This design comes from an exercise in tuning for a short achievable clock period and few clock cycles on the open sky130 flow, not from production work.
Function was not checked in any run shown here: the RTL went through the layout flow alone.
Power and IR drop assume default switching activity.

===== flow/run.sh =====
#!/bin/bash
# synth_recipe.tcl (not shown) runs the flow's synth.tcl, then flattens the netlist and writes it again
# the make line also repeats each setting of config.mk as NAME=value (left out here)
make -C /OpenROAD-flow-scripts/flow DESIGN_CONFIG=/design/flow/config.mk WORK_HOME=/design/flow/orfs CLKGATE_MAP_FILE= SYNTH_SCRIPT=/design/flow/synth_recipe.tcl finish

===== flow/config.mk =====
export PLATFORM = sky130hd
export DESIGN_NAME = pipelineTop
export DESIGN_NICKNAME = pipelineTop
export VERILOG_FILES = /design/flow/design.v
export SDC_FILE = /design/flow/constraint.sdc
export NUM_CORES = 4
export LEC_CHECK = 0
export CAP_MARGIN = 20
export CORE_MARGIN = 2
export CORE_UTILIZATION = 40
export SETUP_SLACK_MARGIN = 1.6
export SLEW_MARGIN = 20

===== flow/constraint.sdc =====
create_clock -name core_clock -period 3.6 [get_ports {CLK}]
set_input_delay 0.7200 -clock core_clock [delete_from_list [all_inputs] [get_ports {CLK}]]
set_output_delay 0.7200 -clock core_clock [all_outputs]
set_load 0.01 [all_outputs]

===== flow/design.v =====
package pipePkg;
	localparam int DATA_WIDTH = 16;
	localparam int REG_COUNT = 16;
	localparam int IMEM_DEPTH = 64;
	localparam int INSTR_WIDTH = 32;
	localparam int REG_ID_WIDTH = $clog2(REG_COUNT);
	localparam int PC_WIDTH = $clog2(IMEM_DEPTH);
	localparam int MOV_BIT = 31;
	localparam int SUB3_BIT = 30;
	localparam int ADD4_BIT = 29;
	localparam int ADD1_BIT = 28;
	localparam int DST_LSB = 4;
	localparam int SRC_LSB = 0;
	localparam int SKIP_WINDOW = 4;
	typedef logic [DATA_WIDTH-1:0] dataT;
	typedef logic [REG_ID_WIDTH-1:0] regIdT;
	typedef logic [REG_COUNT-1:0] regMaskT;
	typedef logic [PC_WIDTH-1:0] pcT;
	typedef logic [INSTR_WIDTH-1:0] instrT;
	typedef struct packed {
		logic sub;
		logic add;
		regIdT src;
		regIdT dst;
	} opT;
	localparam int OP_WIDTH = 2 + 2 * REG_ID_WIDTH;
endpackage
`timescale 1ns/1ns
module fetchStage (
	input logic CLK,
	input logic RSTB,
	input logic imemWrite,
	input pipePkg::pcT imemAddr,
	input pipePkg::instrT imemData,
	input logic run,
	output logic fValid,
	output pipePkg::opT fOp
);
	localparam int N = pipePkg::IMEM_DEPTH;
	localparam int K = pipePkg::SKIP_WINDOW;
	logic [N-1:0] valid;
	logic [N-1:0][pipePkg::OP_WIDTH-1:0] mem;
	pipePkg::opT newOp;
	assign newOp.sub = imemData[pipePkg::SUB3_BIT] | imemData[pipePkg::ADD1_BIT];
	assign newOp.add = imemData[pipePkg::ADD4_BIT] | imemData[pipePkg::ADD1_BIT];
	assign newOp.src = imemData[pipePkg::SRC_LSB +: pipePkg::REG_ID_WIDTH];
	assign newOp.dst = imemData[pipePkg::DST_LSB +: pipePkg::REG_ID_WIDTH];
	always_ff @(posedge CLK)
	begin
		for (int i = 0; i < N; i++)
		begin
			if (imemWrite && (imemAddr == pipePkg::pcT'(i)))
			begin
				valid[i] <= |imemData[pipePkg::ADD1_BIT +: 4];
				mem[i] <= newOp;
			end
		end
	end
	logic [N-1:0] pc;
	logic [N-1:0] pick;
	logic [N-1:0] pickNext;
	logic [N-1:0] pcNext;
	for (genvar i = 0; i < N; i++)
	begin : g_pick
		logic [K:0] clear;
		logic [K-1:0] hit;
		assign clear[0] = 1'b1;
		for (genvar m = 1; m <= K; m++)
		begin : g_clear
			assign clear[m] = clear[m-1] & ~valid[(i - m + N) % N];
		end
		for (genvar m = 0; m < K; m++)
		begin : g_hit
			assign hit[m] = pc[(i - m + N) % N] & clear[m];
		end
		assign pickNext[i] = valid[i] & (|hit);
		assign pcNext[i] = pickNext[(i - 1 + N) % N] | (pc[(i - K + N) % N] & clear[K]);
	end
	always_ff @(posedge CLK or negedge RSTB)
	begin
		if (!RSTB)
		begin
			pc <= N'(1);
			pick <= '0;
		end
		else if (run)
		begin
			pc <= pcNext;
			pick <= pickNext;
		end
		else
		begin
			pick <= '0;
		end
	end
	localparam int G = 8;
	logic [N/G-1:0][pipePkg::OP_WIDTH-1:0] grpWord;
	logic [N/G-1:0][pipePkg::OP_WIDTH-1:0] grpOp;
	logic grpValid;
	pipePkg::opT word;
	always_comb
	begin
		for (int g = 0; g < N / G; g++)
		begin
			grpWord[g] = '0;
			for (int i = g * G; i < (g + 1) * G; i++)
				grpWord[g] |= mem[i] & {pipePkg::OP_WIDTH{pick[i]}};
		end
	end
	always_comb
	begin
		word = '0;
		for (int g = 0; g < N / G; g++)
			word |= grpOp[g];
	end
	always_ff @(posedge CLK or negedge RSTB)
	begin
		if (!RSTB)
		begin
			grpValid <= 1'b0;
			fValid <= 1'b0;
		end
		else
		begin
			grpValid <= |pick;
			fValid <= grpValid;
		end
	end
	always_ff @(posedge CLK)
	begin
		grpOp <= grpWord;
		fOp <= word;
	end
endmodule
`timescale 1ns/1ns
module decodeStage (
	input logic CLK,
	input logic RSTB,
	input logic fValid,
	input pipePkg::opT fOp,
	input logic aValid,
	input logic aSub,
	input logic aAdd,
	input pipePkg::regMaskT aSrc1h,
	input pipePkg::regIdT aDst,
	output logic dValid,
	output logic dSub,
	output logic dAdd,
	output pipePkg::regMaskT dSrc1h,
	output pipePkg::regIdT dDst,
	output logic dChain,
	output pipePkg::regMaskT dRead1h,
	output logic dInc1,
	output logic dInc2,
	output logic dSub1,
	output logic dAdd1,
	output logic dSub2,
	output logic dAdd2
);
	logic match1;
	logic match2;
	logic fromA;
	logic fromD;
	pipePkg::regMaskT src1h;
	pipePkg::regMaskT read1h;
	assign match1 = dValid && (dDst == fOp.src);
	assign match2 = aValid && (aDst == fOp.src);
	assign fromA = match1 ? dChain : match2;
	assign fromD = match1 && !dChain;
	assign src1h = pipePkg::regMaskT'(1) << fOp.src;
	always_comb
	begin
		if (fromA)
			read1h = aSrc1h;
		else if (fromD)
			read1h = dSrc1h;
		else
			read1h = src1h;
	end
	always_ff @(posedge CLK or negedge RSTB)
	begin
		if (!RSTB)
			dValid <= 1'b0;
		else
			dValid <= fValid;
	end
	always_ff @(posedge CLK)
	begin
		dSub <= fOp.sub;
		dAdd <= fOp.add;
		dSrc1h <= src1h;
		dDst <= fOp.dst;
		dChain <= match1;
		dRead1h <= read1h;
		dInc1 <= match1;
		dInc2 <= fromA;
		dSub1 <= dSub;
		dAdd1 <= dAdd;
		dSub2 <= aSub;
		dAdd2 <= aAdd;
	end
endmodule
`timescale 1ns/1ns
module ex1Stage (
	input logic CLK,
	input logic RSTB,
	input logic dValid,
	input logic dSub,
	input logic dAdd,
	input pipePkg::regMaskT dSrc1h,
	input pipePkg::regIdT dDst,
	input pipePkg::regMaskT dRead1h,
	input logic dInc1,
	input logic dInc2,
	input logic dSub1,
	input logic dAdd1,
	input logic dSub2,
	input logic dAdd2,
	input logic [pipePkg::REG_COUNT-1:0][pipePkg::DATA_WIDTH-1:0] regs,
	output logic aValid,
	output logic aSub,
	output logic aAdd,
	output pipePkg::regMaskT aSrc1h,
	output pipePkg::regIdT aDst,
	output pipePkg::dataT aOperand,
	output logic [4:0] aConst
);
	pipePkg::dataT operand;
	logic [1:0] nSub;
	logic [1:0] nAdd;
	always_comb
	begin
		operand = '0;
		for (int r = 0; r < pipePkg::REG_COUNT; r++)
			operand |= regs[r] & {pipePkg::DATA_WIDTH{dRead1h[r]}};
	end
	assign nSub = 2'(dSub) + 2'(dInc1 & dSub1) + 2'(dInc2 & dSub2);
	assign nAdd = 2'(dAdd) + 2'(dInc1 & dAdd1) + 2'(dInc2 & dAdd2);
	always_ff @(posedge CLK or negedge RSTB)
	begin
		if (!RSTB)
			aValid <= 1'b0;
		else
			aValid <= dValid;
	end
	always_ff @(posedge CLK)
	begin
		aSub <= dSub;
		aAdd <= dAdd;
		aSrc1h <= dSrc1h;
		aDst <= dDst;
		aOperand <= operand;
		aConst <= 5'(4 * nAdd) - 5'(3 * nSub);
	end
endmodule
`timescale 1ns/1ns
module ex2Stage (
	input logic CLK,
	input logic RSTB,
	input logic aValid,
	input pipePkg::regIdT aDst,
	input pipePkg::dataT aOperand,
	input logic [4:0] aConst,
	output logic [pipePkg::REG_COUNT-1:0][pipePkg::DATA_WIDTH-1:0] regs,
	output logic wbWrite,
	output pipePkg::regIdT wbDst,
	output pipePkg::dataT wbData
);
	localparam int W = pipePkg::DATA_WIDTH;
	logic bValid;
	pipePkg::regIdT bDst;
	pipePkg::regMaskT bDst1h;
	logic [3:0] bLow;
	logic [W-5:0] bHigh;
	logic [W-5:0] bHighUp;
	logic [W-5:0] bHighDown;
	logic bUp;
	logic bDown;
	logic [4:0] lowSum;
	logic [W-5:0] high;
	pipePkg::dataT result;
	assign lowSum = 5'(aOperand[3:0]) + 5'(aConst[3:0]);
	always_ff @(posedge CLK or negedge RSTB)
	begin
		if (!RSTB)
			bValid <= 1'b0;
		else
			bValid <= aValid;
	end
	always_ff @(posedge CLK)
	begin
		bDst <= aDst;
		bDst1h <= pipePkg::regMaskT'(1) << aDst;
		bLow <= lowSum[3:0];
		bHigh <= aOperand[W-1:4];
		bHighUp <= aOperand[W-1:4] + 1'b1;
		bHighDown <= aOperand[W-1:4] - 1'b1;
		bUp <= lowSum[4] & ~aConst[4];
		bDown <= ~lowSum[4] & aConst[4];
	end
	always_comb
	begin
		if (bUp)
			high = bHighUp;
		else if (bDown)
			high = bHighDown;
		else
			high = bHigh;
	end
	assign result = {high, bLow};
	always_ff @(posedge CLK or negedge RSTB)
	begin
		if (!RSTB)
		begin
			for (int r = 0; r < pipePkg::REG_COUNT; r++)
				regs[r] <= '0;
		end
		else
		begin
			for (int r = 0; r < pipePkg::REG_COUNT; r++)
				if (bValid && bDst1h[r])
					regs[r] <= result;
		end
	end
	always_ff @(posedge CLK or negedge RSTB)
	begin
		if (!RSTB)
			wbWrite <= 1'b0;
		else
			wbWrite <= bValid;
	end
	always_ff @(posedge CLK)
	begin
		wbDst <= bDst;
		wbData <= result;
	end
endmodule
`timescale 1ns/1ns
module pipelineTop (
	input logic CLK,
	input logic RSTB,
	input logic imemWrite,
	input logic [5:0] imemAddr,
	input logic [31:0] imemData,
	input logic run,
	output logic wbWrite,
	output logic [3:0] wbDst,
	output logic [15:0] wbData
);
	logic fValid;
	pipePkg::opT fOp;
	logic dValid;
	logic dSub;
	logic dAdd;
	pipePkg::regMaskT dSrc1h;
	pipePkg::regIdT dDst;
	logic dChain;
	pipePkg::regMaskT dRead1h;
	logic dInc1;
	logic dInc2;
	logic dSub1;
	logic dAdd1;
	logic dSub2;
	logic dAdd2;
	logic aValid;
	logic aSub;
	logic aAdd;
	pipePkg::regMaskT aSrc1h;
	pipePkg::regIdT aDst;
	pipePkg::dataT aOperand;
	logic [4:0] aConst;
	logic [pipePkg::REG_COUNT-1:0][pipePkg::DATA_WIDTH-1:0] regs;
	fetchStage i_fetchStage (
		.CLK(CLK),
		.RSTB(RSTB),
		.imemWrite(imemWrite),
		.imemAddr(imemAddr),
		.imemData(imemData),
		.run(run),
		.fValid(fValid),
		.fOp(fOp)
	);
	decodeStage i_decodeStage (
		.CLK(CLK),
		.RSTB(RSTB),
		.fValid(fValid),
		.fOp(fOp),
		.aValid(aValid),
		.aSub(aSub),
		.aAdd(aAdd),
		.aSrc1h(aSrc1h),
		.aDst(aDst),
		.dValid(dValid),
		.dSub(dSub),
		.dAdd(dAdd),
		.dSrc1h(dSrc1h),
		.dDst(dDst),
		.dChain(dChain),
		.dRead1h(dRead1h),
		.dInc1(dInc1),
		.dInc2(dInc2),
		.dSub1(dSub1),
		.dAdd1(dAdd1),
		.dSub2(dSub2),
		.dAdd2(dAdd2)
	);
	ex1Stage i_ex1Stage (
		.CLK(CLK),
		.RSTB(RSTB),
		.dValid(dValid),
		.dSub(dSub),
		.dAdd(dAdd),
		.dSrc1h(dSrc1h),
		.dDst(dDst),
		.dRead1h(dRead1h),
		.dInc1(dInc1),
		.dInc2(dInc2),
		.dSub1(dSub1),
		.dAdd1(dAdd1),
		.dSub2(dSub2),
		.dAdd2(dAdd2),
		.regs(regs),
		.aValid(aValid),
		.aSub(aSub),
		.aAdd(aAdd),
		.aSrc1h(aSrc1h),
		.aDst(aDst),
		.aOperand(aOperand),
		.aConst(aConst)
	);
	ex2Stage i_ex2Stage (
		.CLK(CLK),
		.RSTB(RSTB),
		.aValid(aValid),
		.aDst(aDst),
		.aOperand(aOperand),
		.aConst(aConst),
		.regs(regs),
		.wbWrite(wbWrite),
		.wbDst(wbDst),
		.wbData(wbData)
	);
endmodule

==> results_tabular.tex, run 1 <==
\begin{tabular}{lr}
\hline
Metric & Value \\
\hline
\multicolumn{2}{l}{\textbf{Power}} \\
Switching power & 9.38 mW \\
Highest ir drop seen on vdd & 0.000455 V \\
Internal & 28.1 mW \\
Portion of total power attributed to the clock network & 38.6\% \\
Sequential group share of total power & 51.8\% \\
Power density over the cells & 665 nW/um2 \\
Net switching fraction of the power & 25.0\% \\
Overall Power & 37.5 mW \\
Comb pwr share & 9.6\% \\
Leak & 21.6 nW \\
\multicolumn{2}{l}{\textbf{Cells and area}} \\
\# fillers & 10900 \\
Growth of design area from synthesis to finish & 15.6\% \\
Cell area after layout & 56400 um2 \\
Ant diodes & 0 \\
Fraction of layout instances using a drive strength above 1 & 14.5\% \\
Fin nets & 3638 \\
\multicolumn{2}{l}{\textbf{Yosys}} \\
Share of synthesized area occupied by flip-flops and latches & 73.9\% \\
Proportion of synthesized flip-flops having asynchronous set or reset & 28.9\% \\
Number of distinct standard cells referenced by the synthesized netlist & 49 \\
Share of Yosys cell area claimed by the top area cell type & 43.3\% \\
Main flop type after synthesis & sky130\_fd\_sc\_hd\_\_edfxtp\_1 \\
Count of warnings emitted by yosys & 4 \\
Post-synth top area cell & sky130\_fd\_sc\_hd\_\_edfxtp\_1 \\
Flip-flop and latch count after synthesis & 1350 \\
Most instantiated cells after synthesis & sky130\_fd\_sc\_hd\_\_edfxtp\_1, sky130\_fd\_sc\_hd\_\_dfrtp\_1, sky130\_fd\_sc\_hd\_\_a22oi\_1 \\
Syn Std Cell Area & 48800 um2 \\
Net Count, Synth & 3524 \\
Number of flops mapped to enable cells by yosys & 704 \\
Mean Syn Cell Area & 14.1 um2 \\
Area contributors post-synth & sky130\_fd\_sc\_hd\_\_edfxtp\_1, sky130\_fd\_sc\_hd\_\_dfrtp\_1, sky130\_fd\_sc\_hd\_\_dfxtp\_1 \\
Top-count cell post-synth & sky130\_fd\_sc\_hd\_\_edfxtp\_1 \\
Gate count of the mapped netlist & 3468 \\
\multicolumn{2}{l}{\textbf{GRT}} \\
Met3 GRT Util & 2.89\% \\
Met1 global-route usage & 27.5\% \\
Most Crowded Layer GR & met2 \\
Wire length of the first global-routing pass & 188000 um \\
Number of global-route vias before repair & 29000 \\
Global routing usage on met2 & 32.2\% \\
Pin count of the biggest net entering global routing & 96 \\
Initial antenna violation count & 2 \\
Total congestion overflow after global routing & 0 \\
Gr usage total & 19.8\% \\
\multicolumn{2}{l}{\textbf{Timing}} \\
Setup violation total in the final timing report & 0 \\
Fin. Hold Viols & 0 \\
Clock skew & 0.0418 ns \\
Tightest slew margin relative to the limit & 18.0\% \\
Highest achievable clock rate & 506 MHz \\
Share of the clock period used by the worst path & 54.9\% \\
Clock period minus worst slack & 1.98 ns \\
Smallest hold slack & 0.326 ns \\
RSZ-0062 raised after global routing & true \\
Sum Neg Setup Slack & 0 ns \\
Slew Limit Fails & 0 \\
Actual slew at the worst max-slew pin & 1.23 ns \\
\multicolumn{2}{l}{\textbf{Drt}} \\
DRC & 0 \\
Antenna Nets Post-Route & 0 \\
Number of vias in the routed layout & 29600 \\
Average detailed-routed wire length per instance & 23.5 um \\
DR vias/cell & 5.55 \\
Number of iterations in the first detailed-routing pass & 6 \\
Routed WL & 125000 um \\
Iteration-0 DRC Markers & 2837 \\
\multicolumn{2}{l}{\textbf{Hold path}} \\
Class of the tightest hold or removal check & reg -> reg \\
Launch instance of the worst min-delay path & i\_ex2Stage.bDst[3] \\
Hold Path Depth & 0 \\
Hold path endpoint & i\_ex2Stage.wbDst[3] \\
\multicolumn{2}{l}{\textbf{Place}} \\
Half-perimeter wire length after placement & 76300 um \\
Instance area after placement & 51400 um2 \\
Routability Congestion & 0.842 \\
Port Buffer Count & 42 \\
\multicolumn{2}{l}{\textbf{Floorplan}} \\
Die Y-Extent & 353 um \\
Number of rows created at floorplan & 128 \\
Die span in x & 353 um \\
Starting density of the core & 40.2\% \\
Area of the die & 125000 um2 \\
Core outline area & 121000 um2 \\
I/O pin total & 63 \\
\multicolumn{2}{l}{\textbf{Worst setup path}} \\
Sort of element at the end of the critical path & register \\
Capture point of the worst reg-to-reg path & i\_fetchStage.grpValid \\
Worst EP required & 4.20 ns \\
CP max FO & 11 \\
Type of the setup path with the least slack & reg -> reg \\
Internal reg-to-reg setup slack & 1.62 ns \\
Kind of launch point of the worst setup path & register \\
Data arrival time of the critical path & 2.57 ns \\
Worst R2R Path Depth & 3 \\
Launch instance of the worst register-to-register path & i\_fetchStage.pick[47] \\
\multicolumn{2}{l}{\textbf{Status}} \\
Run status & timing/DRC/antenna clean \\
\multicolumn{2}{l}{\textbf{Clocking}} \\
\# clock sinks & 1350 \\
Number of buffers added by the clock tree synthesis step & 139 \\
Clock insertion delay at the later pin of the skew report & 0.73 ns \\
Clock tree from TritonCTS & done \\
Clock tree root buffer cell & sky130\_fd\_sc\_hd\_\_clkbuf\_16 \\
Number of H-tree levels & 4 \\
Clock Path Buffers & 3 \\
Clock transition time at the flip-flop clock pins of the worst setup and hold paths & 0.06 ns \\
\multicolumn{2}{l}{\textbf{Run}} \\
Number of maximum-capacitance constraint violations & 0 \\
\hline
\end{tabular}
worst max path at each step:
stage | endpoint | depth (start not counted) | startpoint
2_1_floorplan | i_fetchStage.mem[170] | 3 | imemAddr[5]
3_3_place_gp | i_fetchStage.mem[237] | 5 | imemAddr[2]
3_5_place_dp | i_fetchStage.mem[237] | 5 | imemAddr[2]
4_1_cts | wbData[8] | 1 | i_ex2Stage.wbData[8]
5_1_grt | wbWrite | 1 | i_ex2Stage.wbWrite
6_report | i_fetchStage.grpValid | 3 | i_fetchStage.pick[47]
stage by stage:
step	instances	util (%)	setup slack (ns)
4_1_cts	5319	46.3	1.46
3_5_place_dp	5054	42.4	0.566
2_1_floorplan	3468	-	1.52
3_3_place_gp	5054	42.4	0.606
5_1_grt	5324	46.5	1.59
6_report	5324	46.5	1.62
critical path: stages, from the launching register on:
cell and delay [ns]:
sky130_fd_sc_hd__dfrtp_1 0.56, sky130_fd_sc_hd__nor4_1 0.52, sky130_fd_sc_hd__nand4_1 0.24, sky130_fd_sc_hd__or4_1 0.51
power by group through the flow:
stage | Combinational, mW | Sequential, mW | Clock, mW
global route | 4.09 | 19.7 | 15.3
CTS | 3.61 | 19.4 | 14.7
floorplan | 2.53 | 19.2 | 0
detailed placement | 3.64 | 19.7 | 0
finish | 3.61 | 19.4 | 14.4
global placement | 3.54 | 19.7 | 0
metal layers:
metal | wire length [um] | part of all wire, % | vias up
li1 | - | - | 13300
met1 | 54500 | 43 | 15000
met2 | 59900 | 48 | 987
met3 | 7420 | 5.9 | 200
met4 | 3440 | 2.7 | 2
met5 | 11 | 0.0088 | -
placed cells by master, fill, tap and decap left out, types with 13 or more instances in the layout:
| master | instances |
|---|---|
| sky130_fd_sc_hd__nor2_1 | 161 |
| sky130_fd_sc_hd__a22o_1 | 64 |
| sky130_fd_sc_hd__clkbuf_1 | 39 |
| sky130_fd_sc_hd__dfrtp_1 | 382 |
| sky130_fd_sc_hd__nand2_1 | 279 |
| sky130_fd_sc_hd__nor2_4 | 13 |
| sky130_fd_sc_hd__a22oi_1 | 320 |
| sky130_fd_sc_hd__buf_2 | 26 |
| sky130_fd_sc_hd__buf_4 | 106 |
| sky130_fd_sc_hd__clkbuf_8 | 20 |
| sky130_fd_sc_hd__xnor2_1 | 16 |
| sky130_fd_sc_hd__a21o_1 | 14 |
| sky130_fd_sc_hd__a32oi_1 | 14 |
| sky130_fd_sc_hd__edfxtp_1 | 704 |
| sky130_fd_sc_hd__clkbuf_16 | 146 |
| sky130_fd_sc_hd__o211a_1 | 47 |
| sky130_fd_sc_hd__o21ai_0 | 238 |
| sky130_fd_sc_hd__nand4_1 | 102 |
| sky130_fd_sc_hd__o21bai_1 | 21 |
| sky130_fd_sc_hd__nor4b_1 | 16 |
| sky130_fd_sc_hd__a221oi_1 | 64 |
| sky130_fd_sc_hd__mux2_2 | 76 |
| sky130_fd_sc_hd__a21oi_1 | 111 |
| sky130_fd_sc_hd__mux2_4 | 20 |
| sky130_fd_sc_hd__nor3_1 | 15 |
| sky130_fd_sc_hd__nand3_1 | 41 |
| sky130_fd_sc_hd__nor4_1 | 51 |
| sky130_fd_sc_hd__inv_1 | 88 |
| sky130_fd_sc_hd__nand2b_1 | 37 |
| sky130_fd_sc_hd__dfxtp_1 | 242 |
| sky130_fd_sc_hd__clkinv_2 | 18 |
| sky130_fd_sc_hd__a31oi_1 | 16 |
| sky130_fd_sc_hd__xor2_1 | 13 |
cell families after synthesis:
family                   after synthesis  share of synthesized area, %
AND/OR/NAND/NOR                      773                          7.43
adder cells (fa/ha/maj)               14                         0.405
buffers and inverters                278                          2.25
XOR/XNOR                              31                         0.587
flip-flops                          1350                          73.9
AO/OA/AOI/OAI                        913                          12.8
multiplexers                         109                          2.64
layout make-up:
class                           instances  area [um2]  share of cell area (%)
Clock inverter                         51         578                    1.03
Inverter                               89         334                   0.592
Sequential cell                      1350       36100                    63.9
Timing Repair Buffer                  161        1330                    2.36
Clock buffer                          207        4090                    7.24
Multi-Input combinational cell       1841       12000                    21.2
Tap cell                             1625        2030                    3.61
what timing repair did:
action / CTS / global route
hold buffers: 1 / 0
endpoints found under the setup margin: 411 / 618
setup buffers: 6 / 3
gates resized for setup: 121 / 34
pin swaps: 5 / 3
endpoints found under the hold margin: 13 / 0
cloned: 0 / 2
flip-flops by register name, indices dropped and copies added, names as in the netlist, 64 cells and up:
name / flops
i_ex2Stage.regs: 256
i_fetchStage.pc: 64
i_fetchStage.grpOp: 80
i_fetchStage.valid: 64
i_fetchStage.mem: 640
i_fetchStage.pick: 64
==> run 2: changes to the inputs <==
--- a/flow/config.mk
+++ b/flow/config.mk
@@ -7,6 +7,6 @@
 export LEC_CHECK = 0
 export CAP_MARGIN = 20
 export CORE_MARGIN = 2
-export CORE_UTILIZATION = 40
+export CORE_UTILIZATION = 60
 export SETUP_SLACK_MARGIN = 1.6
 export SLEW_MARGIN = 20
==> run 2 against run 1 <==
Compared with the run above: first-iteration DRC count is 25% higher; non-clock buffer count is 5 higher; utilization is 23 points higher; register-to-register slack better by 0.03 ns; global-route usage is 11 points higher; via count is 2.4% higher; combinational power is 1% higher; fmax is 0.90% lower; clock-buffer cell count is 8 lower; total power is 0.79% lower; die area is 33% lower; sequential power hardly changed; highest routed layer unchanged.
==> results_tabular.tex, run 2 <==
\begin{tabular}{lr}
\hline
Metric & Value \\
\hline
\multicolumn{2}{l}{\textbf{Yosys}} \\
Number of distinct standard cells referenced by the synthesized netlist & 49 (unchanged) \\
Area contributors post-synth & sky130\_fd\_sc\_hd\_\_edfxtp\_1, sky130\_fd\_sc\_hd\_\_dfrtp\_1, sky130\_fd\_sc\_hd\_\_dfxtp\_1 (unchanged) \\
Count of warnings emitted by yosys & 4 (unchanged) \\
Main flop type after synthesis & sky130\_fd\_sc\_hd\_\_edfxtp\_1 (unchanged) \\
Most instantiated cells after synthesis & sky130\_fd\_sc\_hd\_\_edfxtp\_1, sky130\_fd\_sc\_hd\_\_dfrtp\_1, sky130\_fd\_sc\_hd\_\_a22oi\_1 (unchanged) \\
Flip-flop and latch count after synthesis & 1350 (unchanged) \\
Gate count of the mapped netlist & 3468 (unchanged) \\
Top-count cell post-synth & sky130\_fd\_sc\_hd\_\_edfxtp\_1 (unchanged) \\
Net Count, Synth & 3524 (unchanged) \\
Number of flops mapped to enable cells by yosys & 704 (unchanged) \\
Mean Syn Cell Area & 14.1 um2 (unchanged) \\
Share of synthesized area occupied by flip-flops and latches & 73.9\% (unchanged) \\
Syn Std Cell Area & 48800 um2 (unchanged) \\
Share of Yosys cell area claimed by the top area cell type & 43.3\% (unchanged) \\
Proportion of synthesized flip-flops having asynchronous set or reset & 28.9\% (unchanged) \\
Post-synth top area cell & sky130\_fd\_sc\_hd\_\_edfxtp\_1 (unchanged) \\
\multicolumn{2}{l}{\textbf{Clocking}} \\
Clock transition time at the flip-flop clock pins of the worst setup and hold paths & 0.06 ns (about the same) \\
Clock insertion delay at the later pin of the skew report & 0.73 ns (about the same) \\
Clock Path Buffers & 3 (unchanged) \\
\# clock sinks & 1350 (unchanged) \\
Clock tree root buffer cell & sky130\_fd\_sc\_hd\_\_clkbuf\_16 (unchanged) \\
Number of H-tree levels & 4 (unchanged) \\
Clock tree from TritonCTS & done (unchanged) \\
Number of buffers added by the clock tree synthesis step & 138 (was 139) \\
\multicolumn{2}{l}{\textbf{Cells and area}} \\
Fin nets & 3641 (was 3638) \\
Fraction of layout instances using a drive strength above 1 & 14.4\% (was 14.5\%) \\
Registers with the most flip-flops & i\_fetchStage.mem (640), i\_ex2Stage.regs (256), i\_fetchStage.grpOp (80) (unchanged) \\
Most frequent standard cell in the layout excluding fill and tap cells & sky130\_fd\_sc\_hd\_\_edfxtp\_1 (unchanged) \\
Flip-flop count of the largest register after layout & 640 (unchanged) \\
Most used cells in the layout excluding fill and tap cells & sky130\_fd\_sc\_hd\_\_edfxtp\_1, sky130\_fd\_sc\_hd\_\_dfrtp\_1, sky130\_fd\_sc\_hd\_\_a22oi\_1, sky130\_fd\_sc\_hd\_\_nand2\_1, sky130\_fd\_sc\_hd\_\_dfxtp\_1 (unchanged) \\
Final standard cell count with taps included and fillers excluded & 4764 (was 5324) \\
Growth of design area from synthesis to finish & 14.0\% (was 15.6\%) \\
Largest Register & i\_fetchStage.mem (unchanged) \\
\multicolumn{2}{l}{\textbf{Worst setup path}} \\
Data arrival time of the critical path & 1.28 ns (was 2.57 ns) \\
CP max FO & 1 (was 11) \\
Source of the critical timing path & i\_ex2Stage.wbWrite (was i\_fetchStage.pick[47]) \\
Worst EP required & 2.88 ns (was 4.20 ns) \\
Largest delay share family, worst path & flip-flops (was simple AND/OR/NAND/NOR gates) \\
Slowest Stage Delay on Critical Path & 0.41 ns (was 0.56 ns) \\
CP Cell Sequence & clkbuf\_2 (was nor4\_1 -> nand4\_1 -> or4\_1) \\
Cell with the largest stage delay on the worst path & sky130\_fd\_sc\_hd\_\_dfrtp\_1 (unchanged) \\
Kind of launch point of the worst setup path & register (unchanged) \\
Sort of element at the end of the critical path & primary output (was register) \\
Type of the setup path with the least slack & reg -> out (was reg -> reg) \\
Launch instance of the worst register-to-register path & i\_fetchStage.pick[21] (was i\_fetchStage.pick[47]) \\
Critical path buffers and inverters & 1 (was 0) \\
\multicolumn{2}{l}{\textbf{Timing}} \\
Actual slew at the worst max-slew pin & 1.23 ns (about the same) \\
Sum Neg Setup Slack & 0 ns (unchanged) \\
Fin. Hold Viols & 0 (unchanged) \\
Slew Limit Fails & 0 (unchanged) \\
RSZ-0062 raised after global routing & true (unchanged) \\
Tightest slew margin relative to the limit & 17.6\% (was 18.0\%) \\
Setup violation total in the final timing report & 0 (unchanged) \\
Clock period minus worst slack & 2.00 ns (was 1.98 ns) \\
Highest achievable clock rate & 501 MHz (was 506 MHz) \\
Clock skew & 0.0243 ns (was 0.0418 ns) \\
Share of the clock period used by the worst path & 55.4\% (was 54.9\%) \\
\multicolumn{2}{l}{\textbf{Drt}} \\
Average detailed-routed wire length per instance & 26.4 um (was 23.5 um) \\
Number of vias in the routed layout & 30300 (was 29600) \\
DR vias/cell & 6.36 (was 5.55) \\
Iteration-0 DRC Markers & 3538 (was 2837) \\
DRC & 0 (unchanged) \\
Antenna Nets Post-Route & 0 (unchanged) \\
Routed WL & 126000 um (was 125000 um) \\
Number of iterations in the first detailed-routing pass & 5 (was 6) \\
\multicolumn{2}{l}{\textbf{Run}} \\
Number of maximum-capacitance constraint violations & 0 (unchanged) \\
\multicolumn{2}{l}{\textbf{Hold path}} \\
Launch instance of the worst min-delay path & i\_fetchStage.fOp[8] (was i\_ex2Stage.bDst[3]) \\
Class of the tightest hold or removal check & reg -> reg (unchanged) \\
\multicolumn{2}{l}{\textbf{GRT}} \\
Initial antenna violation count & 8 (was 2) \\
Global routing usage on met2 & 49.8\% (was 32.2\%) \\
Met1 global-route usage & 41.9\% (was 27.5\%) \\
Total congestion overflow after global routing & 0 (unchanged) \\
Pin count of the biggest net entering global routing & 82 (was 96) \\
Met3 GRT Util & 4.94\% (was 2.89\%) \\
Number of global-route vias before repair & 29800 (was 29000) \\
Wire length of the first global-routing pass & 188000 um (about the same) \\
Most Crowded Layer GR & met2 (unchanged) \\
Gr usage total & 30.7\% (was 19.8\%) \\
\multicolumn{2}{l}{\textbf{Power}} \\
Leak & 21.5 nW (was 21.6 nW) \\
Power density over the cells & 669 nW/um2 (was 665 nW/um2) \\
Highest ir drop seen on vdd & 0.000494 V (was 0.000455 V) \\
Overall Power & 37.2 mW (was 37.5 mW) \\
\multicolumn{2}{l}{\textbf{Status}} \\
Run status & timing/DRC/antenna clean (unchanged) \\
\multicolumn{2}{l}{\textbf{Place}} \\
Routability Congestion & 0.876 (was 0.842) \\
Half-perimeter wire length after placement & 79200 um (was 76300 um) \\
Count of placed standard cells including taps & 4495 (was 5054) \\
Port Buffer Count & 42 (unchanged) \\
\multicolumn{2}{l}{\textbf{Floorplan}} \\
Die Y-Extent & 289 um (was 353 um) \\
I/O pin total & 63 (unchanged) \\
Starting density of the core & 60.6\% (was 40.2\%) \\
Core outline area & 80500 um2 (was 121000 um2) \\
Die span in x & 289 um (was 353 um) \\
Number of rows created at floorplan & 104 (was 128) \\
Area of the die & 83600 um2 (was 125000 um2) \\
\hline
\end{tabular}
==> run 2: changes by cell type in the layout (fill, tap and decap cells not counted), sizes merged <==
cell           change
diode              +1
buf                +2
inv                +4
clkinv             +2
or3                -1
clkinvlp           +2
clkdlybuf4s15      +3
clkbuf             -8
==> run 2: final cells by class <==
class                   count  area (um2)
fillers                  5535       24900
clock inverters            59         619
multi-input cells        1840       12000
clock buffers             199        3910
well taps                1060        1330
diodes                      1        2.50
inverters                  89         334
repair buffers            166        1400
flip-flops and latches   1350       36100
==> run 2: kinds of logic after synthesis <==
group	Yosys count	share of synthesized area, %
xor gates and xnor gates	31	0.587
and+or+nand+nor	773	7.43
muxes	109	2.64
adders and majority gates	14	0.405
buffers and inverters	278	2.25
AOI/OAI and AO/OA	913	12.8
DFF	1350	73.9
==> run 2: where the power goes <==
group	leakage [nW]	internal [mW]	switching, mW
combinational	5.51	1.50	2.16
sequential	13.8	18.1	1.33
clock	2.20	8.20	5.88
total	21.5	27.8	9.36
==> run 2: timing repair <==
| action | CTS | global route |
|---|---|---|
| endpoints found under the setup margin | 377 | 607 |
| hold buffers | 1 | 0 |
| hold endpoints to repair | 6 | 0 |
| cloned | 0 | 0 |
| setup buffers | 7 | 2 |
| pin swaps | 7 | 7 |
| gates resized for setup | 103 | 38 |
==> run 2: path summary, 6_finish.rpt <==
check	end	slack, ns	depth (start not counted)
max	wbWrite	1.60	1
min	i_decodeStage.dAdd	0.32	0
max reg2reg	i_fetchStage.grpValid	1.65	4
min reg2reg	i_decodeStage.dAdd	0.32	0
max in group asynchronous	i_fetchStage.pc[34]	2.07	3
min in group asynchronous	i_ex2Stage.regs[43]	0.57	2
==> run 2: stage by stage <==
step / hold WS (ns) / setup WS [ns] / util [%] / cell area, um2
2_1_floorplan: 0.310 / 1.52 / - / 48900
3_3_place_gp: 0.313 / 0.571 / 63.0 / 50800
3_5_place_dp: 0.313 / 0.513 / 63.1 / 50800
4_1_cts: 0.326 / 1.41 / 68.9 / 55500
5_1_grt: 0.333 / 1.56 / 69.0 / 55600
6_report: 0.324 / 1.60 / 69.0 / 55600
==> run 2: layer usage <==
layer	vias to the layer above	part of all wire, %
met4	8	3.7
met1	15300	40
met5	-	0.034
met3	279	7.7
met2	1340	49
li1	13400	-
==> run 3: changes to the inputs <==
--- a/flow/config.mk
+++ b/flow/config.mk
@@ -8,5 +8,5 @@
 export CAP_MARGIN = 20
 export CORE_MARGIN = 2
 export CORE_UTILIZATION = 60
-export SETUP_SLACK_MARGIN = 1.6
+export SETUP_SLACK_MARGIN = 2.2
 export SLEW_MARGIN = 20
==> run 3 against run 2 <==
Compared with the run above: now fails the layout checks on negative hold slack; hold slack lost 0.39 ns; critical path type unchanged; utilization grew 8.3 points; non-clock buffer count increased by 286; largest cell class unchanged; total power is 8.9% higher.
==> results_tabular.tex, run 3 <==
\begin{tabular}{lr}
\hline
Metric & Value \\
\hline
\multicolumn{2}{l}{\textbf{Status}} \\
Run status & finished with violations (was timing/DRC/antenna clean) \\
Failed Checks & negative hold slack \\
\multicolumn{2}{l}{\textbf{Yosys}} \\
Number of flops mapped to enable cells by yosys & 704 (unchanged) \\
Main flop type after synthesis & sky130\_fd\_sc\_hd\_\_edfxtp\_1 (unchanged) \\
Share of synthesized area occupied by flip-flops and latches & 73.9\% (unchanged) \\
Proportion of synthesized flip-flops having asynchronous set or reset & 28.9\% (unchanged) \\
Flip-flop and latch count after synthesis & 1350 (unchanged) \\
Syn Std Cell Area & 48800 um2 (unchanged) \\
Most instantiated cells after synthesis & sky130\_fd\_sc\_hd\_\_edfxtp\_1, sky130\_fd\_sc\_hd\_\_dfrtp\_1, sky130\_fd\_sc\_hd\_\_a22oi\_1 (unchanged) \\
Area contributors post-synth & sky130\_fd\_sc\_hd\_\_edfxtp\_1, sky130\_fd\_sc\_hd\_\_dfrtp\_1, sky130\_fd\_sc\_hd\_\_dfxtp\_1 (unchanged) \\
Net Count, Synth & 3524 (unchanged) \\
Share of Yosys cell area claimed by the top area cell type & 43.3\% (unchanged) \\
Number of distinct standard cells referenced by the synthesized netlist & 49 (unchanged) \\
Gate count of the mapped netlist & 3468 (unchanged) \\
Mean Syn Cell Area & 14.1 um2 (unchanged) \\
Top-count cell post-synth & sky130\_fd\_sc\_hd\_\_edfxtp\_1 (unchanged) \\
Post-synth top area cell & sky130\_fd\_sc\_hd\_\_edfxtp\_1 (unchanged) \\
Count of warnings emitted by yosys & 4 (unchanged) \\
\multicolumn{2}{l}{\textbf{GRT}} \\
Gr usage total & 34.6\% (was 30.7\%) \\
Initial antenna violation count & 5 (was 8) \\
Number of global-route vias before repair & 32000 (was 29800) \\
Met1 global-route usage & 42.7\% (was 41.9\%) \\
Total congestion overflow after global routing & 0 (unchanged) \\
Most Crowded Layer GR & met2 (unchanged) \\
Wire length of the first global-routing pass & 209000 um (was 188000 um) \\
Pin count of the biggest net entering global routing & 82 (unchanged) \\
Global routing usage on met2 & 57.9\% (was 49.8\%) \\
Met3 GRT Util & 6.67\% (was 4.94\%) \\
\multicolumn{2}{l}{\textbf{Cells and area}} \\
Largest Register & i\_fetchStage.mem (unchanged) \\
Flip-flop count of the largest register after layout & 640 (unchanged) \\
Most frequent standard cell in the layout excluding fill and tap cells & sky130\_fd\_sc\_hd\_\_edfxtp\_1 (unchanged) \\
Post-layout util & 77.4\% (was 69.0\%) \\
Most used cells in the layout excluding fill and tap cells & sky130\_fd\_sc\_hd\_\_edfxtp\_1, sky130\_fd\_sc\_hd\_\_dfrtp\_1, sky130\_fd\_sc\_hd\_\_a22oi\_1, sky130\_fd\_sc\_hd\_\_nand2\_1, sky130\_fd\_sc\_hd\_\_dfxtp\_1 (unchanged) \\
Fin nets & 3946 (was 3641) \\
Growth of design area from synthesis to finish & 27.8\% (was 14.0\%) \\
Fraction of layout instances using a drive strength above 1 & 30.4\% (was 14.4\%) \\
Registers with the most flip-flops & i\_fetchStage.mem (640), i\_ex2Stage.regs (256), i\_fetchStage.grpOp (80) (unchanged) \\
\multicolumn{2}{l}{\textbf{Timing}} \\
Fin. Hold Viols & 40 (was 0) \\
Slew Limit Fails & 0 (unchanged) \\
Clock period minus worst slack & 1.97 ns (was 2.00 ns) \\
Share of the clock period used by the worst path & 54.7\% (was 55.4\%) \\
RSZ-0062 raised after global routing & true (unchanged) \\
Actual slew at the worst max-slew pin & 1.12 ns (was 1.23 ns) \\
Clock skew & 0.0371 ns (was 0.0243 ns) \\
Smallest hold slack & -0.0698 ns (was 0.324 ns) \\
Highest achievable clock rate & 508 MHz (was 501 MHz) \\
Tightest slew margin relative to the limit & 25.6\% (was 17.6\%) \\
Sum Neg Setup Slack & 0 ns (unchanged) \\
Setup violation total in the final timing report & 0 (unchanged) \\
Worst path setup slack after routing & 1.63 ns (was 1.60 ns) \\
\multicolumn{2}{l}{\textbf{Drt}} \\
Number of iterations in the first detailed-routing pass & 7 (was 5) \\
Average detailed-routed wire length per instance & 30.6 um (was 26.4 um) \\
Antenna Nets Post-Route & 0 (unchanged) \\
Routed WL & 155000 um (was 126000 um) \\
Iteration-0 DRC Markers & 4219 (was 3538) \\
DR vias/cell & 6.64 (was 6.36) \\
DRC & 0 (unchanged) \\
Number of vias in the routed layout & 33600 (was 30300) \\
\multicolumn{2}{l}{\textbf{Worst setup path}} \\
Sort of element at the end of the critical path & primary output (unchanged) \\
Data arrival time of the critical path & 1.25 ns (was 1.28 ns) \\
Cell with the largest stage delay on the worst path & sky130\_fd\_sc\_hd\_\_dfrtp\_1 (unchanged) \\
Kind of launch point of the worst setup path & register (unchanged) \\
Worst EP required & 2.88 ns (about the same) \\
Largest delay share family, worst path & flip-flops (unchanged) \\
Critical path buffers and inverters & 1 (unchanged) \\
CP Cell Sequence & buf\_2 (was clkbuf\_2) \\
Slowest Stage Delay on Critical Path & 0.37 ns (was 0.41 ns) \\
Type of the setup path with the least slack & reg -> out (unchanged) \\
CP max FO & 1 (unchanged) \\
\multicolumn{2}{l}{\textbf{Clocking}} \\
Clock Path Buffers & 3 (unchanged) \\
Clock tree root buffer cell & sky130\_fd\_sc\_hd\_\_clkbuf\_16 (unchanged) \\
Number of H-tree levels & 4 (unchanged) \\
\# clock sinks & 1350 (unchanged) \\
Clock insertion delay at the later pin of the skew report & 0.74 ns (was 0.73 ns) \\
Number of buffers added by the clock tree synthesis step & 136 (was 138) \\
Clock transition time at the flip-flop clock pins of the worst setup and hold paths & 0.07 ns (was 0.06 ns) \\
Clock tree from TritonCTS & done (unchanged) \\
\multicolumn{2}{l}{\textbf{Run}} \\
Number of maximum-capacitance constraint violations & 0 (unchanged) \\
\multicolumn{2}{l}{\textbf{Floorplan}} \\
Die span in x & 289 um (unchanged) \\
Area of the die & 83600 um2 (unchanged) \\
Core outline area & 80500 um2 (unchanged) \\
Number of rows created at floorplan & 104 (unchanged) \\
I/O pin total & 63 (unchanged) \\
Starting density of the core & 60.6\% (unchanged) \\
Die Y-Extent & 289 um (unchanged) \\
\multicolumn{2}{l}{\textbf{Power}} \\
Power density over the cells & 649 nW/um2 (was 669 nW/um2) \\
Overall Power & 40.5 mW (was 37.2 mW) \\
Highest ir drop seen on vdd & 0.000462 V (was 0.000494 V) \\
Leak & 24.3 nW (was 21.5 nW) \\
\multicolumn{2}{l}{\textbf{Place}} \\
Setup WS pre-CTS & 0.587 ns (was 0.513 ns) \\
Routability Congestion & 0.887 (was 0.876) \\
Port Buffer Count & 42 (unchanged) \\
Half-perimeter wire length after placement & 79800 um (was 79200 um) \\
\multicolumn{2}{l}{\textbf{Hold path}} \\
Class of the tightest hold or removal check & in -> async (was reg -> reg) \\
\hline
\end{tabular}
==> run 3: where the power goes <==
group          internal, mW  total (mW)  switching (mW)
clock                  8.07        13.9            5.88
combinational          3.16        6.81            3.66
sequential             18.1        19.7            1.57
==> run 3: repair_timing <==
| action | in CTS | in global routing |
|---|---|---|
| pin swaps | 92 | 135 |
| hold endpoints to repair | 42 | 17 |
| setup buffers | 186 | 119 |
| endpoints found under the setup margin | 1256 | 854 |
| cloned | 31 | 27 |
| resized for setup | 472 | 409 |
==> run 3: cells by family after synthesis <==
kind of cell    count (synthesis)  share of synthesized area [%]
simple gates                  773                           7.43
compound gates                913                           12.8
xor+xnor                       31                          0.587
mux                           109                           2.64
fa+ha+maj                      14                          0.405
buf+inv                       278                           2.25
flops                        1350                           73.9
==> run 3: path summary, 6_finish.rpt <==
check	start	endpoint	slack, ns	depth (start not counted)
worst min register to register	i_ex2Stage.bDst[3]	i_ex2Stage.wbDst[3]	0.32	0
worst max-delay path	i_ex2Stage.wbWrite	wbWrite	1.63	1
max in group asynchronous	RSTB	i_fetchStage.pick[61]	1.92	2
min in group core_clock	i_ex2Stage.bDst[3]	i_ex2Stage.wbDst[3]	0.32	0
worst max register to register	i_decodeStage.dDst[3]	i_decodeStage.dRead1h[3]	1.65	6
worst min-delay path	RSTB	i_ex2Stage.regs[168]	-0.07	1
==> run 3: area by class of cell <==
type | count | area, um2
clock buffers | 197 | 3970
diodes | 2 | 5.00
well taps | 1060 | 1330
multi-input cells | 1861 | 14400
repair buffers | 452 | 5610
flip-flops and latches | 1350 | 36200
fillers | 4553 | 18200
inverters | 89 | 337
clock inverters | 52 | 452
==> run 3: through the flow <==
stage          hold slack (ns)  std cells  cell area, um2
6_report               -0.0698       5063           62300
5_1_grt                -0.0610       5061           62300
4_1_cts                -0.0551       4914           59300
3_5_place_dp             0.316       4448           51000
3_3_place_gp             0.312       4448           51000
2_1_floorplan            0.310       3468           49700
==> run 3: layer usage <==
layer / share of wire, % / wire length, um
met1: 35 / 53500
met2: 48 / 74800
met3: 9.7 / 15100
met4: 7.4 / 11500
met5: 0.036 / 56
==> run 4: changes to the inputs <==
--- a/flow/design.v
+++ b/flow/design.v
@@ -96,7 +96,7 @@
 	localparam int G = 8;
 	logic [N/G-1:0][pipePkg::OP_WIDTH-1:0] grpWord;
 	logic [N/G-1:0][pipePkg::OP_WIDTH-1:0] grpOp;
-	logic grpValid;
+	logic [N/G-1:0] grpValid;
 	pipePkg::opT word;
 	always_comb
 	begin
@@ -117,13 +117,14 @@
 	begin
 		if (!RSTB)
 		begin
-			grpValid <= 1'b0;
+			grpValid <= '0;
 			fValid <= 1'b0;
 		end
 		else
 		begin
-			grpValid <= |pick;
-			fValid <= grpValid;
+			for (int g = 0; g < N / G; g++)
+				grpValid[g] <= |pick[g * G +: G];
+			fValid <= |grpValid;
 		end
 	end
 	always_ff @(posedge CLK)
@@ -152,10 +153,7 @@
 	output pipePkg::regMaskT dRead1h,
 	output logic dInc1,
 	output logic dInc2,
-	output logic dSub1,
-	output logic dAdd1,
-	output logic dSub2,
-	output logic dAdd2
+	output logic [3:0][4:0] dConst
 );
 	logic match1;
 	logic match2;
@@ -168,6 +166,12 @@
 	assign fromA = match1 ? dChain : match2;
 	assign fromD = match1 && !dChain;
 	assign src1h = pipePkg::regMaskT'(1) << fOp.src;
+	logic [4:0] constF;
+	logic [4:0] constD;
+	logic [4:0] constA;
+	assign constF = (fOp.add ? 5'd4 : 5'd0) - (fOp.sub ? 5'd3 : 5'd0);
+	assign constD = (dAdd ? 5'd4 : 5'd0) - (dSub ? 5'd3 : 5'd0);
+	assign constA = (aAdd ? 5'd4 : 5'd0) - (aSub ? 5'd3 : 5'd0);
 	always_comb
 	begin
 		if (fromA)
@@ -194,10 +198,10 @@
 		dRead1h <= read1h;
 		dInc1 <= match1;
 		dInc2 <= fromA;
-		dSub1 <= dSub;
-		dAdd1 <= dAdd;
-		dSub2 <= aSub;
-		dAdd2 <= aAdd;
+		dConst[0] <= constF;
+		dConst[1] <= constF + constD;
+		dConst[2] <= constF + constA;
+		dConst[3] <= constF + constD + constA;
 	end
 endmodule
 `timescale 1ns/1ns
@@ -212,10 +216,7 @@
 	input pipePkg::regMaskT dRead1h,
 	input logic dInc1,
 	input logic dInc2,
-	input logic dSub1,
-	input logic dAdd1,
-	input logic dSub2,
-	input logic dAdd2,
+	input logic [3:0][4:0] dConst,
 	input logic [pipePkg::REG_COUNT-1:0][pipePkg::DATA_WIDTH-1:0] regs,
 	output logic aValid,
 	output logic aSub,
@@ -226,16 +227,12 @@
 	output logic [4:0] aConst
 );
 	pipePkg::dataT operand;
-	logic [1:0] nSub;
-	logic [1:0] nAdd;
 	always_comb
 	begin
 		operand = '0;
 		for (int r = 0; r < pipePkg::REG_COUNT; r++)
 			operand |= regs[r] & {pipePkg::DATA_WIDTH{dRead1h[r]}};
 	end
-	assign nSub = 2'(dSub) + 2'(dInc1 & dSub1) + 2'(dInc2 & dSub2);
-	assign nAdd = 2'(dAdd) + 2'(dInc1 & dAdd1) + 2'(dInc2 & dAdd2);
 	always_ff @(posedge CLK or negedge RSTB)
 	begin
 		if (!RSTB)
@@ -250,7 +247,7 @@
 		aSrc1h <= dSrc1h;
 		aDst <= dDst;
 		aOperand <= operand;
-		aConst <= 5'(4 * nAdd) - 5'(3 * nSub);
+		aConst <= dConst[{dInc2, dInc1}];
 	end
 endmodule
 `timescale 1ns/1ns
@@ -358,10 +355,7 @@
 	pipePkg::regMaskT dRead1h;
 	logic dInc1;
 	logic dInc2;
-	logic dSub1;
-	logic dAdd1;
-	logic dSub2;
-	logic dAdd2;
+	logic [3:0][4:0] dConst;
 	logic aValid;
 	logic aSub;
 	logic aAdd;
@@ -399,10 +393,7 @@
 		.dRead1h(dRead1h),
 		.dInc1(dInc1),
 		.dInc2(dInc2),
-		.dSub1(dSub1),
-		.dAdd1(dAdd1),
-		.dSub2(dSub2),
-		.dAdd2(dAdd2)
+		.dConst(dConst)
 	);
 	ex1Stage i_ex1Stage (
 		.CLK(CLK),
@@ -415,10 +406,7 @@
 		.dRead1h(dRead1h),
 		.dInc1(dInc1),
 		.dInc2(dInc2),
-		.dSub1(dSub1),
-		.dAdd1(dAdd1),
-		.dSub2(dSub2),
-		.dAdd2(dAdd2),
+		.dConst(dConst),
 		.regs(regs),
 		.aValid(aValid),
 		.aSub(aSub),
--- a/flow/config.mk
+++ b/flow/config.mk
@@ -8,5 +8,8 @@
 export CAP_MARGIN = 20
 export CORE_MARGIN = 2
 export CORE_UTILIZATION = 60
-export SETUP_SLACK_MARGIN = 2.2
+export CTS_CLUSTER_DIAMETER = 100
+export CTS_CLUSTER_SIZE = 24
+export HOLD_SLACK_MARGIN = 0.05
+export SETUP_SLACK_MARGIN = 2.0
 export SLEW_MARGIN = 20
==> run 4 against run 3 <==
Compared with the run above: the run now finishes clean; setup slack gained 0.041 ns; area after synthesis grew 1.5%; wire length shrank 17%; register-to-register slack gained 0.02 ns.
==> results_tabular.tex, run 4 <==
\begin{tabular}{lr}
\hline
Metric & Value \\
\hline
\multicolumn{2}{l}{\textbf{Yosys}} \\
Most instantiated cells after synthesis & sky130\_fd\_sc\_hd\_\_edfxtp\_1, sky130\_fd\_sc\_hd\_\_dfrtp\_1, sky130\_fd\_sc\_hd\_\_a22oi\_1 (unchanged) \\
Post-synth top area cell & sky130\_fd\_sc\_hd\_\_edfxtp\_1 (unchanged) \\
Gate count of the mapped netlist & 3518 (was 3468) \\
Flip-flop and latch count after synthesis & 1372 (was 1350) \\
Share of Yosys cell area claimed by the top area cell type & 42.7\% (was 43.3\%) \\
Share of synthesized area occupied by flip-flops and latches & 73.7\% (was 73.9\%) \\
Mean Syn Cell Area & 14.1 um2 (about the same) \\
Count of warnings emitted by yosys & 4 (unchanged) \\
Area contributors post-synth & sky130\_fd\_sc\_hd\_\_edfxtp\_1, sky130\_fd\_sc\_hd\_\_dfrtp\_1, sky130\_fd\_sc\_hd\_\_dfxtp\_1 (unchanged) \\
Main flop type after synthesis & sky130\_fd\_sc\_hd\_\_edfxtp\_1 (unchanged) \\
Top-count cell post-synth & sky130\_fd\_sc\_hd\_\_edfxtp\_1 (unchanged) \\
Net Count, Synth & 3582 (was 3524) \\
Number of flops mapped to enable cells by yosys & 704 (unchanged) \\
Syn Std Cell Area & 49500 um2 (was 48800 um2) \\
Proportion of synthesized flip-flops having asynchronous set or reset & 28.9\% (about the same) \\
Number of distinct standard cells referenced by the synthesized netlist & 52 (was 49) \\
\multicolumn{2}{l}{\textbf{Floorplan}} \\
Die span in x & 291 um (was 289 um) \\
Core outline area & 81800 um2 (was 80500 um2) \\
Area of the die & 84800 um2 (was 83600 um2) \\
I/O pin total & 63 (unchanged) \\
Starting density of the core & 60.5\% (was 60.6\%) \\
Number of rows created at floorplan & 105 (was 104) \\
Die Y-Extent & 291 um (was 289 um) \\
\multicolumn{2}{l}{\textbf{Cells and area}} \\
Registers with the most flip-flops & i\_fetchStage.mem (640), i\_ex2Stage.regs (256), i\_fetchStage.grpOp (80) (unchanged) \\
Fin nets & 3676 (was 3946) \\
Final standard cell count with taps included and fillers excluded & 4736 (was 5063) \\
Ant diodes & 0 (was 2) \\
Fraction of layout instances using a drive strength above 1 & 14.8\% (was 30.4\%) \\
\# fillers & 5704 (was 4553) \\
Flip-flop count of the largest register after layout & 640 (unchanged) \\
Largest Register & i\_fetchStage.mem (unchanged) \\
Most used cells in the layout excluding fill and tap cells & sky130\_fd\_sc\_hd\_\_edfxtp\_1, sky130\_fd\_sc\_hd\_\_dfrtp\_1, sky130\_fd\_sc\_hd\_\_a22oi\_1, sky130\_fd\_sc\_hd\_\_nand2\_1, sky130\_fd\_sc\_hd\_\_o21ai\_0 (was sky130\_fd\_sc\_hd\_\_edfxtp\_1, sky130\_fd\_sc\_hd\_\_dfrtp\_1, sky130\_fd\_sc\_hd\_\_a22oi\_1, sky130\_fd\_sc\_hd\_\_nand2\_1, sky130\_fd\_sc\_hd\_\_dfxtp\_1) \\
Growth of design area from synthesis to finish & 12.3\% (was 27.8\%) \\
Most frequent standard cell in the layout excluding fill and tap cells & sky130\_fd\_sc\_hd\_\_edfxtp\_1 (unchanged) \\
\multicolumn{2}{l}{\textbf{Timing}} \\
Tightest slew margin relative to the limit & 30.7\% (was 25.6\%) \\
Fin. Hold Viols & 0 (was 40) \\
Highest achievable clock rate & 519 MHz (was 508 MHz) \\
Sum Neg Setup Slack & 0 ns (unchanged) \\
Actual slew at the worst max-slew pin & 1.04 ns (was 1.12 ns) \\
RSZ-0062 raised after global routing & true (unchanged) \\
Worst path setup slack after routing & 1.67 ns (was 1.63 ns) \\
Setup violation total in the final timing report & 0 (unchanged) \\
Slew Limit Fails & 0 (unchanged) \\
Clock skew & 0.0321 ns (was 0.0371 ns) \\
Share of the clock period used by the worst path & 53.5\% (was 54.7\%) \\
Clock period minus worst slack & 1.93 ns (was 1.97 ns) \\
\multicolumn{2}{l}{\textbf{Drt}} \\
Routed WL & 128000 um (was 155000 um) \\
Iteration-0 DRC Markers & 3303 (was 4219) \\
Number of iterations in the first detailed-routing pass & 6 (was 7) \\
DRC & 0 (unchanged) \\
DR vias/cell & 6.44 (was 6.64) \\
Antenna Nets Post-Route & 0 (unchanged) \\
Number of vias in the routed layout & 30500 (was 33600) \\
Average detailed-routed wire length per instance & 27.1 um (was 30.6 um) \\
\multicolumn{2}{l}{\textbf{Worst setup path}} \\
Launch instance of the worst register-to-register path & i\_decodeStage.dAdd (was i\_decodeStage.dDst[3]) \\
CP max FO & 3 (was 1) \\
Internal reg-to-reg setup slack & 1.67 ns (was 1.65 ns) \\
Kind of launch point of the worst setup path & register (unchanged) \\
Capture point of the worst reg-to-reg path & i\_decodeStage.dConst[19] (was i\_decodeStage.dRead1h[3]) \\
Source of the critical timing path & i\_decodeStage.dAdd (was i\_ex2Stage.wbWrite) \\
Worst R2R Path Depth & 8 (was 6) \\
Type of the setup path with the least slack & reg -> reg (was reg -> out) \\
Worst EP required & 4.18 ns (was 2.88 ns) \\
Sort of element at the end of the critical path & register (was primary output) \\
Data arrival time of the critical path & 2.51 ns (was 1.25 ns) \\
\multicolumn{2}{l}{\textbf{Power}} \\
Highest ir drop seen on vdd & 0.000481 V (was 0.000462 V) \\
Overall Power & 34.4 mW (was 40.5 mW) \\
Leak & 21.4 nW (was 24.3 nW) \\
Power density over the cells & 618 nW/um2 (was 649 nW/um2) \\
\multicolumn{2}{l}{\textbf{Place}} \\
Routability Congestion & 0.853 (was 0.887) \\
Setup WS pre-CTS & 0.484 ns (was 0.587 ns) \\
Half-perimeter wire length after placement & 79000 um (was 79800 um) \\
Count of placed standard cells including taps & 4509 (was 4448) \\
Port Buffer Count & 42 (unchanged) \\
\multicolumn{2}{l}{\textbf{Run}} \\
Number of maximum-capacitance constraint violations & 0 (unchanged) \\
\multicolumn{2}{l}{\textbf{Status}} \\
Run status & timing/DRC/antenna clean (was finished with violations) \\
\multicolumn{2}{l}{\textbf{GRT}} \\
Initial antenna violation count & 2 (was 5) \\
Pin count of the biggest net entering global routing & 93 (was 82) \\
Wire length of the first global-routing pass & 190000 um (was 209000 um) \\
Number of global-route vias before repair & 30300 (was 32000) \\
Total congestion overflow after global routing & 0 (unchanged) \\
Gr usage total & 29.9\% (was 34.6\%) \\
\multicolumn{2}{l}{\textbf{Hold path}} \\
Class of the tightest hold or removal check & in -> async (unchanged) \\
\multicolumn{2}{l}{\textbf{Clocking}} \\
Number of buffers inserted by hold repair at cts & 0 \\
Clock tree root buffer cell & sky130\_fd\_sc\_hd\_\_clkbuf\_16 (unchanged) \\
Clock tree from TritonCTS & done (unchanged) \\
Clock Path Buffers & 3 (unchanged) \\
Clock transition time at the flip-flop clock pins of the worst setup and hold paths & 0.09 ns (was 0.07 ns) \\
Number of buffers added by the clock tree synthesis step & 67 (was 136) \\
Clock insertion delay at the later pin of the skew report & 0.66 ns (was 0.74 ns) \\
\# clock sinks & 1372 (was 1350) \\
Number of H-tree levels & 3 (was 4) \\
\hline
\end{tabular}
## run 4: how the worst max path moves through the flow
stage | slack (ns) | depth (start not counted) | endpoint
2_1_floorplan | 1.59 | 4 | i_fetchStage.mem[0]
3_3_place_gp | 0.57 | 4 | i_fetchStage.mem[298]
3_5_place_dp | 0.48 | 4 | i_fetchStage.valid[12]
4_1_cts | 1.64 | 8 | i_decodeStage.dConst[19]
5_1_grt | 1.56 | 8 | i_decodeStage.dConst[19]
6_report | 1.67 | 8 | i_decodeStage.dConst[19]
## run 4: power breakdown
part	switching (mW)	internal [mW]	total, mW
Clock	4.81	3.61	8.42
Combinational	3.01	2.40	5.41
Sequential	1.90	18.6	20.5
Total	9.72	24.6	34.4
## run 4: area by class of cell
| type | count | area, um2 | area share (%) |
|---|---|---|---|
| inverters | 150 | 564 | 1.01 |
| flip-flops and latches | 1372 | 36600 | 65.7 |
| well taps | 1070 | 1340 | 2.41 |
| clock buffers | 116 | 1860 | 3.35 |
| multi-input cells | 1813 | 12800 | 22.9 |
| clock inverters | 7 | 87.6 | 0.157 |
| repair buffers | 208 | 2440 | 4.38 |
## run 4: timing repair
| item | 4_1_cts | 5_1_grt |
|---|---|---|
| gates cloned | 5 | 9 |
| endpoints found under the setup margin | 1074 | 722 |
| pin swaps | 48 | 15 |
| setup buffers | 66 | 24 |
| resized for setup | 197 | 73 |
## run 4: worst max-delay path, stage by stage, from the launching register on
cell                      delay [ns]
sky130_fd_sc_hd__dfxtp_2        0.34
sky130_fd_sc_hd__inv_2          0.04
sky130_fd_sc_hd__fa_1           0.54
sky130_fd_sc_hd__inv_2          0.05
sky130_fd_sc_hd__ha_4           0.28
sky130_fd_sc_hd__ha_4           0.21
sky130_fd_sc_hd__a21o_1         0.16
sky130_fd_sc_hd__a21oi_2        0.13
sky130_fd_sc_hd__xnor2_1        0.12
## run 4: cell families after synthesis
| family | count (synthesis) | synth area share [%] |
|---|---|---|
| simple gates | 741 | 7.14 |
| flops | 1372 | 73.7 |
| xor+xnor | 35 | 0.619 |
| buf+inv | 341 | 2.68 |
| compound gates | 925 | 13.3 |
| mux | 82 | 1.93 |
| fa+ha+maj | 22 | 0.632 |
## run 4: stage by stage
step	util [%]	hold slack, ns	instance area (um2)
2_1_floorplan	-	0.310	50300
3_3_place_gp	63.2	0.311	51700
3_5_place_dp	63.2	0.312	51700
4_1_cts	67.2	0.123	55000
5_1_grt	67.9	0.113	55600
6_report	67.9	0.0801	55600
## run 4: routing by layer
| metal | global-route usage (%) | vias up | wire length [um] |
|---|---|---|---|
| li1 | - | 13400 | - |
| met1 | 40.7 | 15600 | 51900 |
| met2 | 50.3 | 1240 | 63500 |
| met3 | 3.79 | 252 | 8300 |
| met4 | 10.4 | 2 | 4430 |
| met5 | 0 | - | 17 |
==> run 5: changes to the inputs <==
--- a/flow/config.mk
+++ b/flow/config.mk
@@ -8,8 +8,6 @@
 export CAP_MARGIN = 20
 export CORE_MARGIN = 2
 export CORE_UTILIZATION = 60
-export CTS_CLUSTER_DIAMETER = 100
-export CTS_CLUSTER_SIZE = 24
 export HOLD_SLACK_MARGIN = 0.05
 export SETUP_SLACK_MARGIN = 2.0
 export SLEW_MARGIN = 20
==> run 5 against run 4 <==
Compared with the run above: critical path depth down 7; die area did not move; clock-buffer cell count up 88; setup slack worse by 0.048 ns; sequential cell count unchanged; critical path type is now reg -> out; largest power group unchanged.
==> results_tabular.tex, run 5 <==
\begin{tabular}{lr}
\hline
Metric & Value \\
\hline
\multicolumn{2}{l}{\textbf{Cells and area}} \\
Fin nets & 3724 (was 3676) \\
Footprint of the multi-input gates & 12800 um2 (about the same) \\
Cell area after layout & 58000 um2 (was 55600 um2) \\
Flip-flop count of the largest register after layout & 640 (unchanged) \\
Most used cells in the layout excluding fill and tap cells & sky130\_fd\_sc\_hd\_\_edfxtp\_1, sky130\_fd\_sc\_hd\_\_dfrtp\_1, sky130\_fd\_sc\_hd\_\_a22oi\_1, sky130\_fd\_sc\_hd\_\_nand2\_1, sky130\_fd\_sc\_hd\_\_o21ai\_0 (unchanged) \\
Fraction of layout instances using a drive strength above 1 & 17.4\% (was 14.8\%) \\
\# fillers & 5447 (was 5704) \\
Final standard cell count with taps included and fillers excluded & 4845 (was 4736) \\
\multicolumn{2}{l}{\textbf{Power}} \\
Leak & 22.6 nW (was 21.4 nW) \\
Power density over the cells & 694 nW/um2 (was 618 nW/um2) \\
\multicolumn{2}{l}{\textbf{Floorplan}} \\
I/O pin total & 63 (unchanged) \\
Core outline area & 81800 um2 (unchanged) \\
Area of the die & 84800 um2 (unchanged) \\
Die span in x & 291 um (unchanged) \\
\multicolumn{2}{l}{\textbf{Yosys}} \\
Proportion of synthesized flip-flops having asynchronous set or reset & 28.9\% (unchanged) \\
Mean Syn Cell Area & 14.1 um2 (unchanged) \\
Main flop type after synthesis & sky130\_fd\_sc\_hd\_\_edfxtp\_1 (unchanged) \\
Flip-flop and latch count after synthesis & 1372 (unchanged) \\
Top-count cell post-synth & sky130\_fd\_sc\_hd\_\_edfxtp\_1 (unchanged) \\
Count of warnings emitted by yosys & 4 (unchanged) \\
Share of Yosys cell area claimed by the top area cell type & 42.7\% (unchanged) \\
Number of flops mapped to enable cells by yosys & 704 (unchanged) \\
\multicolumn{2}{l}{\textbf{GRT}} \\
Met1 global-route usage & 41.4\% (was 40.7\%) \\
Number of global-route vias before repair & 31200 (was 30300) \\
Most Crowded Layer GR & met2 (unchanged) \\
Pin count of the biggest net entering global routing & 93 (unchanged) \\
\multicolumn{2}{l}{\textbf{Timing}} \\
Worst path setup slack after routing & 1.62 ns (was 1.67 ns) \\
Highest achievable clock rate & 506 MHz (was 519 MHz) \\
Clock period minus worst slack & 1.98 ns (was 1.93 ns) \\
Slew Limit Fails & 0 (unchanged) \\
Fin. Hold Viols & 0 (unchanged) \\
RSZ-0062 raised after global routing & true (unchanged) \\
Tightest slew margin relative to the limit & 35.0\% (was 30.7\%) \\
Clock skew & 0.0199 ns (was 0.0321 ns) \\
Actual slew at the worst max-slew pin & 0.975 ns (was 1.04 ns) \\
\multicolumn{2}{l}{\textbf{Place}} \\
Port Buffer Count & 42 (unchanged) \\
Half-perimeter wire length after placement & 79000 um (unchanged) \\
Setup WS pre-CTS & 0.484 ns (unchanged) \\
\multicolumn{2}{l}{\textbf{Clocking}} \\
\# clock sinks & 1372 (unchanged) \\
Clock tree from TritonCTS & done (unchanged) \\
Number of buffers inserted by hold repair at cts & 0 (unchanged) \\
Clock tree root buffer cell & sky130\_fd\_sc\_hd\_\_clkbuf\_16 (unchanged) \\
Clock Path Buffers & 3 (unchanged) \\
\multicolumn{2}{l}{\textbf{Drt}} \\
Routed WL & 130000 um (was 128000 um) \\
Number of iterations in the first detailed-routing pass & 8 (was 6) \\
\multicolumn{2}{l}{\textbf{Status}} \\
Run status & timing/DRC/antenna clean (unchanged) \\
\multicolumn{2}{l}{\textbf{Worst setup path}} \\
CP Cell Sequence & buf\_2 (was inv\_2 -> fa\_1 -> inv\_2 -> ha\_4 -> ha\_4 -> a21o\_1 -> a21oi\_2 -> xnor2\_1) \\
Internal reg-to-reg setup slack & 1.68 ns (was 1.67 ns) \\
\multicolumn{2}{l}{\textbf{Run}} \\
Number of maximum-capacitance constraint violations & 0 (unchanged) \\
\hline
\end{tabular}
[run 5: cell families after synthesis]
logic type               after synthesis  share of synthesized area, %
adder cells (fa/ha/maj)               22                         0.632
XOR/XNOR                              35                         0.619
buffers and inverters                341                          2.68
AND/OR/NAND/NOR                      741                          7.14
AO/OA/AOI/OAI                        925                          13.3
multiplexers                          82                          1.93
flip-flops                          1372                          73.7
[run 5: power breakdown]
part | switching, mW | internal (mW)
Sequential | 1.92 | 18.7
Combinational | 3.03 | 2.42
Clock | 5.91 | 8.31
[run 5: cell type report]
cell class | count | area share [%]
tap | 1070 | 2.31
clock inverter | 50 | 0.790
multi-input combinational | 1812 | 22.0
inverter | 150 | 0.973
timing repair buffer | 186 | 3.81
clock buffer | 204 | 7.03
sequential | 1372 | 63.1
antenna | 1 | 0.00432
[run 5: worst max path at each step]
stage	startpoint	end	slack (ns)
floorplan	imemAddr[5]	i_fetchStage.mem[0]	1.59
global placement	imemAddr[0]	i_fetchStage.mem[298]	0.57
detailed placement	imemAddr[1]	i_fetchStage.valid[12]	0.48
CTS	i_ex2Stage.wbWrite	wbWrite	1.58
global route	i_decodeStage.dAdd	i_decodeStage.dConst[19]	1.58
finish	i_ex2Stage.wbWrite	wbWrite	1.62
[run 5: repair_timing]
item	in CTS	in global routing
setup buffers	46	27
endpoints found under the setup margin	1069	628
cloned	6	2
gates resized for setup	202	51
pin swaps	37	22
[run 5: per-stage QoR]
step / power [mW] / hold WS [ns]
5_1_grt: 41.9 / 0.0694
3_3_place_gp: 25.3 / 0.311
3_5_place_dp: 25.6 / 0.312
2_1_floorplan: 23.4 / 0.310
4_1_cts: 40.1 / 0.0601
6_report: 40.2 / 0.0311
[run 5: routing by layer]
layer / wire [um] / vias up
li1: - / 13600
met1: 51700 / 15800
met2: 64700 / 1320
met3: 9270 / 291
met4: 4400 / 0
met5: 0 / -

Re-timed with assumed drivers on the ports (clkbuf_16 on the clock, buf_2 on other inputs), run 5 has 1.556 ns of setup slack against 1.624 ns with ideal ports, and 1.230 ns once port delays also move by the mid clock arrival of 0.774 ns.
